This design comes from an exercise in tuning for a short achievable clock period and few clock cycles on the open sky130 flow, not from production work. The RTL was checked by simulation tests, not by an equivalence proof against the original design. Power and IR drop assume default switching activity.

==> flow/design.v <==
package rv32_pkg;
    localparam int OP_ADD  = 0;
    localparam int OP_SUB  = 1;
    localparam int OP_SLL  = 2;
    localparam int OP_SLT  = 3;
    localparam int OP_SLTU = 4;
    localparam int OP_XOR  = 5;
    localparam int OP_SRL  = 6;
    localparam int OP_SRA  = 7;
    localparam int OP_OR   = 8;
    localparam int OP_AND  = 9;
endpackage
`timescale 1ns/1ps
module alu (
    input  logic [32-1:0] a,
    input  logic [32-1:0] b,
    input  logic [4:0]       shamt,
    input  logic [9:0]       op,
    output logic [32-1:0] addr,       
    output logic [16:0]      sum_lo,     
    output logic [15:0]      sum_hi0,    
    output logic [15:0]      sum_hi1,    
    output logic [16:0]      diff_lo,    
    output logic [15:0]      diff_hi0,
    output logic [15:0]      diff_hi1,
    output logic             lt_s,
    output logic             lt_u,
    output logic [32-1:0] other
);
    logic [32-1:0] sll;
    logic [32-1:0] sr;
    logic             fill;
    logic [16:0] sum_hi1_x;
    assign sum_lo    = {1'b0, a[15:0]} + {1'b0, b[15:0]};
    assign sum_hi0   = a[31:16] + b[31:16];
    assign sum_hi1_x = {a[31:16], 1'b1} + {b[31:16], 1'b1};
    assign sum_hi1   = sum_hi1_x[16:1];
    assign diff_lo   = {1'b0, a[15:0]} - {1'b0, b[15:0]};
    assign diff_hi0  = a[31:16] + ~b[31:16];
    assign diff_hi1  = a[31:16] - b[31:16];
    assign addr = a + b;
    logic [31:0] lt0, eq0;
    logic [15:0] lt1, eq1;
    logic [7:0]  lt2, eq2;
    logic [3:0]  lt3, eq3;
    logic [1:0]  lt4, eq4;
    logic        lt1s, lt2s, lt3s, lt4s;
    assign lt0 = ~a & b;
    assign eq0 = ~(a ^ b);
    for (genvar i = 0; i < 16; i++) begin : g_cmp1
        assign lt1[i] = lt0[2*i+1] | (eq0[2*i+1] & lt0[2*i]);
        assign eq1[i] = eq0[2*i+1] & eq0[2*i];
    end
    for (genvar i = 0; i < 8; i++) begin : g_cmp2
        assign lt2[i] = lt1[2*i+1] | (eq1[2*i+1] & lt1[2*i]);
        assign eq2[i] = eq1[2*i+1] & eq1[2*i];
    end
    for (genvar i = 0; i < 4; i++) begin : g_cmp3
        assign lt3[i] = lt2[2*i+1] | (eq2[2*i+1] & lt2[2*i]);
        assign eq3[i] = eq2[2*i+1] & eq2[2*i];
    end
    for (genvar i = 0; i < 2; i++) begin : g_cmp4
        assign lt4[i] = lt3[2*i+1] | (eq3[2*i+1] & lt3[2*i]);
        assign eq4[i] = eq3[2*i+1] & eq3[2*i];
    end
    assign lt1s = (a[31] & ~b[31]) | (eq0[31] & lt0[30]);
    assign lt2s = lt1s | (eq1[15] & lt1[14]);
    assign lt3s = lt2s | (eq2[7] & lt2[6]);
    assign lt4s = lt3s | (eq3[3] & lt3[2]);
    assign lt_u = lt4[1] | (eq4[1] & lt4[0]);
    assign lt_s = lt4s   | (eq4[1] & lt4[0]);
    assign fill = op[rv32_pkg::OP_SRA] & a[32-1];
    assign sll  = a << shamt;
    assign sr   = 32'({{32{fill}}, a} >> shamt);
    assign other =
          ({32{op[rv32_pkg::OP_SLL]}}  & sll)
        | ({32{op[rv32_pkg::OP_XOR]}}  & (a ^ b))
        | ({32{op[rv32_pkg::OP_SRL] | op[rv32_pkg::OP_SRA]}} & sr)
        | ({32{op[rv32_pkg::OP_OR]}}   & (a | b))
        | ({32{op[rv32_pkg::OP_AND]}}  & (a & b));
endmodule
`timescale 1ns/1ps
module register_file (
    input  logic             clk,
    input  logic             rst,
    input  logic [31:0]      wr_sel,     
    input  logic [32-1:0] wr_data,
    input  logic [31:0]      rd_sel0,    
    input  logic [31:0]      rd_sel1,
    output logic [32-1:0] rd_data0,
    output logic [32-1:0] rd_data1
);
    wire [32-1:0] regs [32];
    assign regs[0] = '0;
    logic [32-1:0] wr_value;
    assign wr_value = rst ? '0 : wr_data;
    for (genvar i = 1; i < 32; i++) begin : g_reg
        logic [32-1:0] q;
        always_ff @(posedge clk) begin
            if (rst || wr_sel[i]) begin
                q <= wr_value;
            end
        end
        assign regs[i] = q;
    end
    always_comb begin
        rd_data0 = '0;
        rd_data1 = '0;
        for (int i = 1; i < 32; i++) begin
            rd_data0 = rd_data0 | ({32{rd_sel0[i]}} & regs[i]);
            rd_data1 = rd_data1 | ({32{rd_sel1[i]}} & regs[i]);
        end
    end
endmodule
`timescale 1ns/1ps
module instr_decoder (
    input  logic [31:0]        instr,
    output logic [4:0]         rs1,
    output logic [4:0]         rs2,
    output logic [4:0]         rd,
    output logic [32-1:0]   imm,
    output logic [9:0]         alu_op,
    output logic               is_alu,
    output logic               is_reg,
    output logic               is_load,
    output logic               is_store
);
    logic [2:0] funct3;
    logic       alt;
    assign rs1    = instr[19:15];
    assign rs2    = instr[24:20];
    assign rd     = instr[11:7];
    assign funct3 = instr[14:12];
    assign alt    = instr[30];
    assign is_alu   = instr[4];
    assign is_reg   = instr[4] & instr[5];
    assign is_load  = ~instr[4] & ~instr[5];
    assign is_store = ~instr[4] & instr[5];
    assign imm = is_store ? {{(32-12){instr[31]}}, instr[31:25], instr[11:7]}
                          : {{(32-12){instr[31]}}, instr[31:20]};
    always_comb begin
        alu_op = '0;
        case (funct3)
            3'b000: begin
                if (is_reg && alt) alu_op[rv32_pkg::OP_SUB] = 1'b1;
                else               alu_op[rv32_pkg::OP_ADD] = 1'b1;
            end
            3'b001: alu_op[rv32_pkg::OP_SLL]  = 1'b1;
            3'b010: alu_op[rv32_pkg::OP_SLT]  = 1'b1;
            3'b011: alu_op[rv32_pkg::OP_SLTU] = 1'b1;
            3'b100: alu_op[rv32_pkg::OP_XOR]  = 1'b1;
            3'b101: begin
                if (alt) alu_op[rv32_pkg::OP_SRA] = 1'b1;
                else     alu_op[rv32_pkg::OP_SRL] = 1'b1;
            end
            3'b110: alu_op[rv32_pkg::OP_OR]   = 1'b1;
            default: alu_op[rv32_pkg::OP_AND] = 1'b1;
        endcase
    end
endmodule
`timescale 1ns/1ps
module core_control (
    input  logic         clk,
    input  logic         rst,
    input  logic         executed,
    output logic         instruction_done,
    output logic [31:0]  instructions_completed,
    output logic [31:0]  pc
);
    logic [31:0] count_next;    
    logic [31:0] pc_next;       
    always_ff @(posedge clk) begin
        if (rst) begin
            instruction_done       <= 1'b0;
            count_next             <= '0;
            pc_next                <= '0;
            instructions_completed <= '0;
            pc                     <= '0;
        end else begin
            instruction_done <= executed;
            if (executed) begin
                count_next <= count_next + 32'd1;
                pc_next    <= pc_next + 32'd4;
            end
            instructions_completed <= count_next;
            pc                     <= pc_next;
        end
    end
endmodule
`timescale 1ns/1ps
module rv32_core (
    input  logic             clk,
    input  logic             rst,
    output logic [32-1:0] mem_addr,
    input  logic [32-1:0] mem_rd_data,
    output logic [32-1:0] mem_wr_data,
    output logic             mem_wr_ena,
    output logic [32-1:0] pc,
    output logic             instruction_done,
    output logic [31:0]      instructions_completed
);
    localparam int QDEPTH = 5;
    logic [32-1:0] maddr;      
    logic             m_cyc;      
    logic             m_st;       
    logic [32-1:0] wdata;
    logic [31:2]      fa;         
    logic [31:2]      fa1;        
    logic             fetch;      
    logic [31:0]      ir;                   
    logic             ir_v;
    logic [31:0]      ir_sel1, ir_sel2;     
    logic [31:0]      fq [QDEPTH];
    logic [QDEPTH:0]  fq_cnt;               
    logic             fq_empty;
    logic             load_head, pop, push;
    logic [31:0]      head_next;
    logic             adv;                  
    logic             dstall;
    logic             ir_dep;               
    logic             h_writes;
    logic             fp1, fp2;             
    logic [4:0]       nh_rs1, nh_rs2;
    logic             e_prod;
    logic             rst_q;
    logic [4:0]       d_rs1, d_rs2, d_rd;
    logic [32-1:0] d_imm;
    logic [9:0]       d_op;
    logic             d_alu, d_reg, d_ld, d_st, d_shift;
    logic             e_v;
    logic [32-1:0] e_a, e_b, e_sd;
    logic [4:0]       e_sh;       
    logic [4:0]       e_rd;
    logic [9:0]       e_op;
    logic             e_wr, e_ldw, e_ls, e_st;
    logic [32-1:0] alu_addr, alu_other;
    logic             alu_lt_s, alu_lt_u;
    logic             p_lt;
    logic [16:0]      alu_sum_lo, alu_diff_lo;
    logic [15:0]      alu_sum_hi0, alu_sum_hi1, alu_diff_hi0, alu_diff_hi1;
    logic             p_alu, p_ld;
    logic [4:0]       p_rd;
    logic [16:0]      p_sum_lo, p_diff_lo;     
    logic [15:0]      p_sum_hi0, p_sum_hi1, p_diff_hi0, p_diff_hi1;
    logic [32-1:0] p_sum, p_diff, p_oth;
    logic             p_add, p_sub;            
    logic [32-1:0] p_res;
    logic             wr_ena;
    logic [31:0]      p_we;       
    logic [32-1:0] wr_data;
    logic [32-1:0] rf_data0, rf_data1;
    logic             fwd_p1, fwd_p2;
    logic [32-1:0] val1, val2, b_next;
    assign adv   = ir_v & ~dstall;
    assign fetch = ~m_cyc & ~(ir_v & fq_cnt[QDEPTH]);
    instr_decoder u_decoder (
        .instr    (ir),
        .rs1      (d_rs1),
        .rs2      (d_rs2),
        .rd       (d_rd),
        .imm      (d_imm),
        .alu_op   (d_op),
        .is_alu   (d_alu),
        .is_reg   (d_reg),
        .is_load  (d_ld),
        .is_store (d_st)
    );
    assign d_shift = d_alu & (ir[13:12] == 2'b01);
    assign wr_ena  = p_alu | p_ld;
    assign wr_data = p_ld ? mem_rd_data : p_res;
    register_file u_regfile (
        .clk      (clk),
        .rst      (rst_q),
        .wr_sel   (p_we),
        .wr_data  (wr_data),
        .rd_sel0  (ir_sel1),
        .rd_sel1  (ir_sel2),
        .rd_data0 (rf_data0),
        .rd_data1 (rf_data1)
    );
    assign dstall = e_v & ir_dep;
    assign h_writes = ~(~d_alu & d_st) & (d_rd != 5'd0);
    assign fwd_p1 = fp1;
    assign fwd_p2 = fp2;
    assign e_prod = e_v & (e_wr | e_ldw);
    assign nh_rs1 = load_head ? head_next[19:15] : ir[19:15];
    assign nh_rs2 = load_head ? head_next[24:20] : ir[24:20];
    always_ff @(posedge clk) begin
        fp1 <= e_prod & (e_rd == nh_rs1);
        fp2 <= e_prod & (e_rd == nh_rs2);
    end
    assign val1   = fwd_p1 ? wr_data : rf_data0;
    assign val2   = fwd_p2 ? wr_data : rf_data1;
    assign b_next = d_reg ? val2 : d_imm;
    alu u_alu (
        .a      (e_a),
        .b      (e_b),
        .shamt  (e_sh),
        .op     (e_op),
        .addr     (alu_addr),
        .sum_lo   (alu_sum_lo),
        .sum_hi0  (alu_sum_hi0),
        .sum_hi1  (alu_sum_hi1),
        .diff_lo  (alu_diff_lo),
        .diff_hi0 (alu_diff_hi0),
        .diff_hi1 (alu_diff_hi1),
        .lt_s   (alu_lt_s),
        .lt_u   (alu_lt_u),
        .other  (alu_other)
    );
    assign p_sum  = {p_sum_lo[16] ? p_sum_hi1 : p_sum_hi0, p_sum_lo[15:0]};
    assign p_diff = {p_diff_lo[16] ? p_diff_hi0 : p_diff_hi1, p_diff_lo[15:0]};
    assign p_res  = p_add ? p_sum : (p_sub ? p_diff : {p_oth[31:1], p_oth[0] | p_lt});
    always_ff @(posedge clk) begin
        if (rst) begin
            maddr <= '0;
            fa    <= '0;
            fa1   <= 30'd1;
            m_cyc <= 1'b0;
            m_st  <= 1'b0;
        end else begin
            if (e_v & e_ls) begin
                maddr <= alu_addr;
            end else if (fetch) begin
                maddr <= {fa1, 2'b00};
            end else begin
                maddr <= {fa, 2'b00};
            end
            if (fetch) begin
                fa  <= fa1;
                fa1 <= fa1 + 30'd1;
            end
            m_cyc <= e_v & e_ls;
            m_st  <= e_v & e_st;
        end
    end
    always_ff @(posedge clk) begin
        rst_q <= rst;
        p_alu <= e_v & e_wr;
        p_ld  <= e_v & e_ldw;
        p_we  <= e_prod ? (32'd1 << e_rd) : 32'd0;
    end
    always_ff @(posedge clk) begin
        p_rd  <= e_rd;
        p_sum_lo   <= alu_sum_lo;
        p_sum_hi0  <= alu_sum_hi0;
        p_sum_hi1  <= alu_sum_hi1;
        p_diff_lo  <= alu_diff_lo;
        p_diff_hi0 <= alu_diff_hi0;
        p_diff_hi1 <= alu_diff_hi1;
        p_oth  <= alu_other;
        p_lt   <= (e_op[rv32_pkg::OP_SLT] & alu_lt_s) | (e_op[rv32_pkg::OP_SLTU] & alu_lt_u);
        p_add  <= e_op[rv32_pkg::OP_ADD];
        p_sub  <= e_op[rv32_pkg::OP_SUB];
        wdata <= e_sd;
    end
    assign load_head = ~ir_v | adv;
    assign fq_empty  = fq_cnt[0];
    assign pop       = load_head & ~fq_empty;
    assign push      = fetch & ~(load_head & fq_empty);
    assign head_next = fq_empty ? mem_rd_data : fq[0];
    always_ff @(posedge clk) begin
        if (rst) begin
            ir_v   <= 1'b0;
            fq_cnt <= (QDEPTH + 1)'(1);
        end else begin
            if (load_head) begin
                ir_v <= ~fq_empty | fetch;
            end
            case ({pop, push})
                2'b10:   fq_cnt <= fq_cnt >> 1;
                2'b01:   fq_cnt <= fq_cnt << 1;
                default: fq_cnt <= fq_cnt;
            endcase
        end
    end
    always_ff @(posedge clk) begin
        for (int i = 0; i < QDEPTH; i++) begin
            if (pop) begin
                if (fetch && fq_cnt[i + 1]) begin
                    fq[i] <= mem_rd_data;
                end else if (i < QDEPTH - 1) begin
                    fq[i] <= fq[(i + 1) % QDEPTH];
                end
            end else if (fetch && fq_cnt[i]) begin
                fq[i] <= mem_rd_data;
            end
        end
    end
    always_ff @(posedge clk) begin
        if (load_head) begin
            ir_dep  <= adv & h_writes
                     & ((d_rd == head_next[19:15])
                        | ((d_rd == head_next[24:20]) & head_next[5]));
            ir      <= head_next;
        end
        ir_sel1 <= 32'd1 << nh_rs1;
        ir_sel2 <= 32'd1 << nh_rs2;
    end
    always_ff @(posedge clk) begin
        if (rst) begin
            e_v <= 1'b0;
        end else begin
            e_v <= adv;
        end
    end
    always_ff @(posedge clk) begin
        e_a   <= val1;
        e_b   <= b_next;
        e_sd  <= val2;
        e_sh  <= d_shift ? b_next[4:0] : 5'd0;
        e_rd  <= d_rd;
        e_op  <= d_op;
        e_wr  <= d_alu & (d_rd != 5'd0);
        e_ldw <= d_ld & (d_rd != 5'd0);
        e_ls  <= ~d_alu;
        e_st  <= d_st;
    end
    core_control u_control (
        .clk                    (clk),
        .rst                    (rst),
        .executed               (e_v),
        .instruction_done       (instruction_done),
        .instructions_completed (instructions_completed),
        .pc                     (pc)
    );
    assign mem_addr    = maddr;
    assign mem_wr_data = wdata;
    assign mem_wr_ena  = m_st;
endmodule
==> flow/flow/run.sh <==
#!/bin/bash
set -euo pipefail
R=orfs/results/${FLOW_PLATFORM}/rv32_core/base
bash standard.sh SETUP_SLACK_MARGIN=5.6 place > flow_make_place.log 2>&1
IN=$R/3_place.odb OUT=$R/3_place_moved.odb \
    openroad -no_splash -exit flow/move_out_flops.tcl > move_out_flops.log 2>&1
cp $R/3_place_moved.odb $R/3_place.odb
touch $R/3_place.odb
bash standard.sh SETUP_SLACK_MARGIN=5.6 finish > flow_make.log 2>&1
==> flow/flow/move_out_flops.tcl <==
# Moves each flip-flop that drives an output port's buffer, and nothing
# else, next to that buffer, then legalizes the placement.
# usage: IN=... OUT=... openroad -exit move_out_flops.tcl
read_db $::env(IN)
set block [ord::get_db_block]
set moved 0
foreach bterm [$block getBTerms] {
  if {[$bterm getIoType] != "OUTPUT"} { continue }
  set net [$bterm getNet]
  if {$net == "NULL"} { continue }
  set buf ""
  foreach it [$net getITerms] {
    if {[$it isOutputSignal]} { set buf [$it getInst] }
  }
  if {$buf == ""} { continue }
  set innet ""
  foreach it [$buf getITerms] {
    if {[$it isInputSignal] && [$it getNet] != "NULL" && [[$it getNet] getSigType] == "SIGNAL"} { set innet [$it getNet] }
  }
  if {$innet == ""} { continue }
  set ff ""
  set sinks 0
  foreach it [$innet getITerms] {
    if {[$it isOutputSignal]} { set ff [$it getInst] } else { incr sinks }
  }
  if {$ff == "" || $sinks != 1} { continue }
  if {![string match "*df*" [[$ff getMaster] getName]]} { continue }
  set loc [$buf getLocation]
  $ff setLocation [lindex $loc 0] [lindex $loc 1]
  incr moved
}
puts "moved $moved flip-flops"
detailed_placement
check_placement -verbose
write_db $::env(OUT)
==> flow/standard.sh <==
#!/bin/bash
# synth_recipe.tcl (not shown) runs the flow's synth.tcl, then flattens the netlist and writes it again
# the make line also repeats each setting of config.mk as NAME=value (left out here)
make -C /OpenROAD-flow-scripts/flow DESIGN_CONFIG=/design/flow/config.mk WORK_HOME=/design/flow/orfs CLKGATE_MAP_FILE= SYNTH_SCRIPT=/design/flow/synth_recipe.tcl "${@:-finish}"
==> flow/config.mk <==
export PLATFORM = sky130hd
export DESIGN_NAME = rv32_core
export DESIGN_NICKNAME = rv32_core
export VERILOG_FILES = /design/flow/design.v
export SDC_FILE = /design/flow/constraint.sdc
export NUM_CORES = 4
export LEC_CHECK = 0
export CAP_MARGIN = 20
export CORE_MARGIN = 2
export CORE_UTILIZATION = 35
export CTS_CLUSTER_DIAMETER = 100
export CTS_CLUSTER_SIZE = 24
export PLACE_DENSITY = 0.5
export SLEW_MARGIN = 20
==> flow/constraint.sdc <==
create_clock -name core_clock -period 8.0 [get_ports {clk}]
set_input_delay 1.6000 -clock core_clock [delete_from_list [all_inputs] [get_ports {clk}]]
set_output_delay 1.6000 -clock core_clock [all_outputs]
set_load 0.01 [all_outputs]
==> key figures <==
Worst setup path
  – Beginning of the worst register-to-register path: e_b[16]$_DFF_P_
  – CP Depth: 1
  – Cell family with most CP delay: flip-flops
  – Worst-path maximum fanout: 1
  – Critical Path RT: 6.40 ns
  – Crit start category: register
  – FF-to-FF path depth: 10
  – CP Buf/Inv Count: 1
  – Crit path capture: mem_addr[20]
  – Worst setup path start: maddr[20]$_SDFF_PP0_
  – CP endpoint kind: output pin
  – Crit path kind: register to output pin
  – Worst flop-to-flop path endpoint: maddr[26]$_SDFF_PP0_
  – CP max-delay cell: dfxtp_2
  – Flop-to-flop setup slack: 5.35 ns
  – Crit path DAT: 1.24 ns
  – Crit-path cells: buf_6
  – Largest stage delay, worst path: 0.34 ns

Global routing
  – Largest net degree at the start of global routing: 117
  – Vias in the first global route: 58300
  – GRT overflow: 0
  – Global-route usage over all layers: 0.323
  – Initial antenna violation count: 18
  – Global-route wire length before repair: 491000 um

Clock tree
  – Cts bufs inserted: 86
  – Clk sinks: 1761
  – Clk Latency, worst-skew pair: 0.79 ns
  – CTS Buffer Depth: 3
  – CTS root buf: clkbuf_16
  – CTS tree: done
  – CTS clk-pin slew, worst paths: 0.10 ns
  – H-tree depth: 3
  – Hold buffers post-CTS: 0

Layout
  – Final Non-Filler Cells: 9370
  – Fill count: 19800
  – Synth-to-Final Area Change: 19.6%
  – Layout cell share with drive strength beyond 1: 0.244
  – Nets: 6627

Route
  – DRC Markers: 0
  – Final wirelength: 369000 um
  – Via-to-Cell Ratio: 6.66
  – Routed via count: 62400
  – WL/cell: 39.4 um
  – Post-DRT Antenna Nets: 0
  – Initial DRC count: 10900
  – Drt pass-1 iters: 8

Die
  – Initial core utilization: 0.351
  – Number of I/O pins: 164
  – Die height: 467 um
  – Num rows: 170
  – Core Region: 214000 um^2
  – Die area: 218000 um^2
  – Die Wd: 467 um

Placement
  – Dpl hpwl: 208000 um
  – Placer Congestion: 0.947
  – Placed insts: 8902
  – Buffers on Ports: 161

Synthesis
  – Area leader, netlist: edfxtp_1
  – Mapped cell area: 75100 um^2
  – Commonest register cell after synthesis: edfxtp_1
  – Yosys warning total: 5
  – Cells after synthesis: 6150
  – Top cells by area, synth: edfxtp_1 43%, dfxtp_1 18%, a221oi_1 3.8%
  – Synthesized area per cell: 12.2 um^2
  – EDFF count, synth: 1074
  – Top-count cell post-synth: edfxtp_1
  – Synth cell types: 90
  – Synth top area share: 0.430
  – Fraction of registers with async set/reset: 0
  – Seq/Total Area, Yosys: 0.613
  – #FFs+latches synth: 1761
  – Most common library cells after synthesis: 1074 x edfxtp_1, 687 x dfxtp_1, 574 x nor2_1

STA
  – Slew headroom: 0.194
  – Setup TNS: 0 ns
  – Max-slew violations: 0
  – Min Hold Slack: 0.331 ns
  – Achievable Freq: 353 MHz
  – Layout Skew: 0.0536 ns
  – Final Critical Period: 2.84 ns
  – Final Hold Viols: 0
  – Final period util: 0.355
  – Final setup vio count: 0
  – RSZ-0062 raised after global routing: yes
  – Slew of the pin with the lowest slew margin: 1.21 ns

Pwr
  – Leak Pwr: 31.9 nW
  – Tot Pwr: 0.0376 W
  – Pwr/cell area: 418 nW/um^2
  – Max VDD drop: 0.205 mV

Job
  – Max_cap viols: 0

Hold path
  – Min-Delay Path Class: register to register

Status
  – Outcome: no timing/DRC/antenna violations
how the worst min path moves through the flow:
stage | depth (start not counted) | slack (ns) | start | endpoint
final | 0 | 0.33 | e_op[0]$_SDFF_PP0_ | p_add$_DFF_P_
after floorplan | 0 | 0.31 | e_op[0]$_SDFF_PP0_ | p_add$_DFF_P_
after global routing | 0 | 0.33 | e_op[0]$_SDFF_PP0_ | p_add$_DFF_P_
after global placement | 0 | 0.31 | e_op[0]$_SDFF_PP0_ | p_add$_DFF_P_
after detailed placement | 0 | 0.31 | e_op[0]$_SDFF_PP0_ | p_add$_DFF_P_
after CTS | 0 | 0.33 | e_op[1]$_SDFF_PP0_ | p_sub$_DFF_P_
area by class of cell:
cell class	instances	area (um^2)	area share
clock buffers	133	2350	0.0262
clock inverters	13	199	0.00222
flip-flops and latches	1761	46500	0.518
diodes	18	45.0	0.000502
repair buffers	599	6160	0.0686
well taps	2838	3550	0.0396
multi-input cells	3867	30400	0.339
inverters	141	594	0.00662
worst register-to-register path: stages (launching register included):
cell and delay (ns):
dfxtp_4 0.45, ha_4 0.26, inv_1 0.18, fa_2 0.48, buf_4 0.18, nor2_1 0.13, nor2_1 0.08, o21ai_1 0.33
a31oi_4 0.07, xnor2_2 0.16, a21oi_2 0.23
metal layers:
metal	track usage	vias to the layer above	part of all wire
met3	0.105	1569	0.13
met1	0.393	31100	0.35
li1	-	24400	-
met2	0.488	5321	0.43
met5	0.00637	-	0.0015
met4	0.216	20	0.084
power breakdown:
group / total, W / switching (W) / internal (W)
Clock: 0.00518 / 0.00309 / 0.00209
Sequential: 0.0148 / 0.00209 / 0.0127
Combinational: 0.0176 / 0.0111 / 0.00651
per-stage QoR:
stage	area (um^2)	setup slack, ns	util
finish	89800	5.16	0.420
global route	89700	5.11	0.419
CTS	86900	5.10	0.406
detailed placement	80300	4.12	0.375
global placement	80300	4.17	0.375
floorplan	75500	5.51	-
cell usage in the layout (no fill, tap or decap), types with 76 or more instances in the layout:
cell          n
nand3_1     107
nand2_1     245
mux2_2       85
o21ai_0      94
a21oi_1     273
a22oi_1     321
edfxtp_1   1074
dfxtp_1     461
o22ai_1      82
xor2_1       76
a22o_1      321
mux2i_1     101
dfxtp_2     149
nor2_1      528
xnor2_1      85
ha_1         86
nor2b_1      79
nand4_1     163
dfxtp_4      77
a221oi_1    313
clkbuf_16    90
buf_6       168
inv_1       104
buf_4       287
state kept, by name, indices dropped and copies added (netlist names), 31 cells and up:
register / count
u_control.instructions_completed: 32
ir_sel1: 31
fq: 135
p_oth: 32
u_regfile.g.q: 992
e_a: 32
ir_sel2: 31
e_b: 32
maddr: 32
e_sd: 32
u_control.count_next: 32
wdata: 32
p_we: 31
cell families after synthesis:
family / Yosys count / share of synthesized area
XOR/XNOR: 180 / 0.0210
buffers and inverters: 554 / 0.0294
multiplexers: 275 / 0.0485
other: 1 / 0.0000500
flip-flops: 1761 / 0.613
AO/OA/AOI/OAI: 1796 / 0.175
AND/OR/NAND/NOR: 1446 / 0.0903
adder cells (fa/ha/maj): 137 / 0.0234
repair_timing:
| action | CTS | global route |
|---|---|---|
| resized for setup | 1326 | 396 |
| setup endpoints to repair | 1623 | 1279 |
| hold endpoints to repair | 0 | 0 |
| cloned | 29 | 11 |
| setup buffers | 127 | 137 |
| pin swaps | 130 | 134 |
Testbench counts, summed over its fixed seeds: cycles 46,175.

## what the ideal ports hide
Ports are ideal in the flow. The routed layout listed here was re-timed in OpenROAD.
Step 1 (the two cells are an assumption about what drives the block):
set clk [get_ports {clk}]
set_driving_cell -lib_cell sky130_fd_sc_hd__clkbuf_16 $clk
set_driving_cell -lib_cell sky130_fd_sc_hd__buf_2 [delete_from_list [all_inputs] $clk]
Step 2 also shifts input and output timing later by t, the mid clock arrival at the registers, as if the neighbouring blocks saw the same clock.
Three values: ideal, step 1, step 2; two values: the first two.
t (ns): 0.857
setup WS [ns]: 5.164 / 5.072 / 4.702
worst setup path after step 2: input to register
After both steps setup and hold are still met in this run. The setup slack of this run moves by -0.092 ns with the drivers and by -0.462 ns with both steps.
